This design comes from an exercise in tuning for small area, a short achievable clock period and few clock cycles per item on the open sky130 flow, not from production work.
RTL that was checked went through simulation tests only; none was proved equivalent to the original.
Power and IR drop assume default switching activity.

Setup of run 1:
==> flow/design.v (excerpt) <==
module fft8_top
(
    input  logic              clk,
    input  logic              reset,
    input  logic              sample_valid_i,
    input  logic [23:0]       sample_i,
    output logic              accept_o,
    input  logic              out_ready_i,
    output logic              out_valid_o,
    output logic [31:0]       bin_o,
    output logic              complete_o
);
Size in the first run: about 2700 cells after synthesis, roughly 720 flip-flops, about 63 I/O pins, ~33000 um^2 of cells after synthesis.
==> flow/config.mk <==
export PLATFORM = sky130hd
export DESIGN_NAME = fft8_top
export DESIGN_NICKNAME = fft8_top
export VERILOG_FILES = /design/flow/design.v
export SDC_FILE = /design/flow/constraint.sdc
export NUM_CORES = 4
export LEC_CHECK = 0
export CAP_MARGIN = 20
export CORE_MARGIN = 2
export CORE_UTILIZATION = 40
export SLEW_MARGIN = 20
==> flow/constraint.sdc <==
create_clock -name core_clock -period 9.5 [get_ports {clk}]
set_input_delay 1.9000 -clock core_clock [delete_from_list [all_inputs] [get_ports {clk}]]
set_output_delay 1.9000 -clock core_clock [all_outputs]
set_load 0.01 [all_outputs]
run.sh (not shown) runs the stock make flow with config.mk's settings and CLKGATE_MAP_FILE= SYNTH_SCRIPT=/design/flow/synth_recipe.tcl, a recipe that flattens the netlist after the stock synthesis.
Setup changes, run 1 to run 2
diff --git a/flow/design.v b/flow/design.v
--- a/flow/design.v
+++ b/flow/design.v
@@ -36,76 +36,70 @@
     logic               clr_n;
     logic               neg2;
     logic               rf;
     logic               rf_n;
     logic               iv_n;
     logic [2:0]         in_n_n;
     logic               proc_n;
     logic               load;
     logic               hf_n;
     logic               acc_q;
-    logic               acc_qn;
-    logic               pg_n;
     assign accept_o = acc_q;
-    assign take     = sample_valid_i & ~acc_qn;
+    assign take     = sample_valid_i & accept_o;
     assign iv_n     = take | (iv & ~proc);
-    assign in_n_n   = acc_qn ? in_n : tcnt;
+    assign in_n_n   = take ? tcnt : in_n;
     assign proc_n   = iv_n & (in_n_n == r8_n) & ((in_n_n != 3'd0) | ~rf_n | hf_n);
     always_ff @(posedge clk)
     begin
         if (reset)
         begin
             iv   <= 1'b0;
             tcnt <= '0;
             proc <= 1'b0;
-            pg_n <= 1'b1;
             acc_q <= 1'b1;
-            acc_qn <= 1'b0;
             clr  <= 1'b0;
             clr_n <= 1'b1;
             neg2 <= 1'b0;
         end
         else
         begin
             iv   <= iv_n;
             if (take)
                 tcnt <= tcnt + 1'b1;
             proc <= proc_n;
-            pg_n <= ~proc_n;
             acc_q <= ~iv_n | proc_n;
-            acc_qn <= ~(~iv_n | proc_n);
             clr  <= proc_n & (in_n_n[2:1] == 2'd0);
             clr_n <= ~(proc_n & (in_n_n[2:1] == 2'd0));
             neg2 <= proc_n & in_n_n[1];
         end
     end
     always_ff @(posedge clk)
     begin
-        if (~acc_qn)
+        if (take)
         begin
             in_n <= tcnt;
             ixr  <= sample_i[23:12];
             ixi  <= sample_i[11:0];
         end
     end
     logic signed [AW-1:0] p_re [4];
     logic signed [AW-1:0] p_im [4];
     logic signed [AW-1:0] q_re [4];
     logic signed [AW-1:0] q_im [4];
     logic signed [AW-1:0] s_re [4];
     logic signed [AW-1:0] s_im [4];
     logic signed [AW-1:0] xr;
     logic signed [AW-1:0] xi;
     logic signed [AW-1:0] qb_re [4];
     logic signed [AW-1:0] qb_im [4];
-    assign xr = pg_n ? '0 : AW'(ixr);
-    assign xi = pg_n ? '0 : AW'(ixi);
+    assign xr = proc ? AW'(ixr) : '0;
+    assign xi = proc ? AW'(ixi) : '0;
     always_comb
     begin
         for (int k = 0; k < 4; k++)
         begin
             if (k < 2)
             begin
                 qb_re[k] = clr ? '0 : q_re[k];
                 qb_im[k] = clr ? '0 : q_im[k];
             end
             else
@@ -291,36 +285,22 @@
                                 input logic [TW-1:0] c, output logic [TW-1:0] s,
                                 output logic [TW-1:0] y);
         s = a ^ b ^ c;
         y = ((a & b) | (a & c) | (b & c)) << 1;
     endfunction
     localparam logic [TW-1:0] SX = TW'((64'd1 << 30) + (64'd1 << 29) + (64'd1 << 27)
                                      + (64'd1 << 26) + (64'd1 << 24) + (64'd1 << 22)
                                      + (64'd1 << 16));
     logic [15:0] ue;
     logic [15:0] ee;
-    localparam logic [TW-1:0] KN = TW'(33'd32768);
-    localparam logic [TW-1:0] KR = TW'(RND);
-    localparam logic [TW-1:0] KC = TW'(TW_C);
-    always_comb
-    begin
-        case ({rho1, sg1, ng1})
-            3'b000: kk = TW'(0) - SX;
-            3'b001: kk = KN - SX;
-            3'b010: kk = KC - SX;
-            3'b011: kk = KC + KN - SX;
-            3'b100: kk = KR - SX;
-            3'b101: kk = KR + KN - SX;
-            3'b110: kk = KR + KC - SX;
-            default: kk = KR + KC + KN - SX;
-        endcase
-    end
+    assign kk = (rho1 ? TW'(RND) : '0) + (sg1 ? TW'(TW_C) : '0)
+              + (ng1 ? TW'(33'd32768) : '0) - SX;
     assign ue = {~u1[15], u1[14:0]};
     assign ee = {~e1[15], e1[14:0]};
     always_comb
     begin
         op[0] = TW'(ee) << 15;
         op[1] = TW'(ue) << 14;
         op[2] = TW'(ue) << 12;
         op[3] = TW'(ue) << 11;
         op[4] = TW'(ue) << 9;
         op[5] = TW'(ue) << 7;
@@ -371,48 +351,41 @@
     begin
         if (rdy & vt & ~oddt)
             hold_re <= tx;
     end
     logic [31:0] x;
     logic        send;
     logic        fire;
     logic [31:0] sk_d;
     assign x    = oddt ? {hold_re, tx} : {wtr, wti};
     assign send = rdy & vt;
-    logic        ovn;
-    logic        ov;
-    assign ov   = ~ovn;
-    assign fire = ov & out_ready_i;
-    assign sk_v_n = (ovn | fire) ? 1'b0 : (sk_v | send);
+    assign fire = out_valid_o & out_ready_i;
+    assign sk_v_n = (~out_valid_o | fire) ? 1'b0 : (sk_v | send);
     always_ff @(posedge clk)
     begin
         if (reset)
         begin
             out_valid_o <= 1'b0;
-            ovn         <= 1'b1;
             sk_v        <= 1'b0;
         end
         else
         begin
-            if (ovn | fire)
-            begin
+            if (~out_valid_o | fire)
                 out_valid_o <= sk_v | send;
-                ovn         <= ~(sk_v | send);
-            end
             sk_v <= sk_v_n;
         end
     end
     always_ff @(posedge clk)
     begin
-        if (ovn | fire)
+        if (~out_valid_o | fire)
             bin_o <= sk_v ? sk_d : x;
-        if (send & ov)
+        if (send & out_valid_o)
             sk_d <= x;
     end
     logic [2:0] ocnt;
     logic [1:0] fcnt;
     logic [1:0] fcnt_n;
     logic       f_in;
     logic       f_out;
     assign f_in   = take & (tcnt == 3'd7);
     assign f_out  = fire & (ocnt == 3'd7);
     assign fcnt_n = fcnt + 2'(f_in) - 2'(f_out);
Findings:
Number of non-clock inverters in the layout is lower on run 1
Routed wire length (lower): run 2
Comparing run 2 with run 1, the utilization came out essentially unchanged.
[compare] base=run 1 new=run 2: final-layout non-clock buffer area share held, number of multi-input combinational cells in the layout now sits lower, area growth from synthesis to layout ~0 delta, time the final worst path needs with I/O delays and setup went down, relative area of clock buffers and inverters in the final design essentially unchanged.
Run 2 vs run 1, antenna cell count went up by 2.
Between run 2 and run 1, the share of power burned in combinational logic figures differ only marginally.
Final worst setup slack, run 2 and run 1: smaller value in run 1
Against run 1, post-synthesis sequential element count in run 2 fell slightly.
Via count: run 2 better than run 1
[run 2 vs run 1] number of clock buffer instances in the layout: lower in run 2
Testbench counts of run 2, summed over its fixed seeds: cycles 3,176, frames 384.
Function not checked in run 1: the RTL went through the layout flow alone.

[what the ideal ports hide]
No port has a modelled driver above. Below, the same layouts with a new extraction and two added sets of constraints. Step 1 sets driving cells, clkbuf_16 on the clock port and buf_2 on the other inputs (assumed; they add their load-dependent delay and slew). Step 2 also shifts input and output timing later by t, the mid clock arrival at the registers, as if the neighbouring blocks saw the same clock. a / b / c = no drivers / after step 1 / after step 2; a / b = the first two.
run | shift t [ns] | slack for setup (ns) | hold WS [ns]
run 1 | 0.679 | 5.586 / 5.586 / 5.172 | 0.335 / 0.335 / 0.335
run 2 | 0.688 | 5.647 / 5.647 / 5.092 | 0.330 / 0.330 / 0.330
After both steps setup and hold are still met in every run listed. For run 2, which loses most, drivers alone change the setup slack by 0.000 ns; drivers and shift together by -0.555 ns.
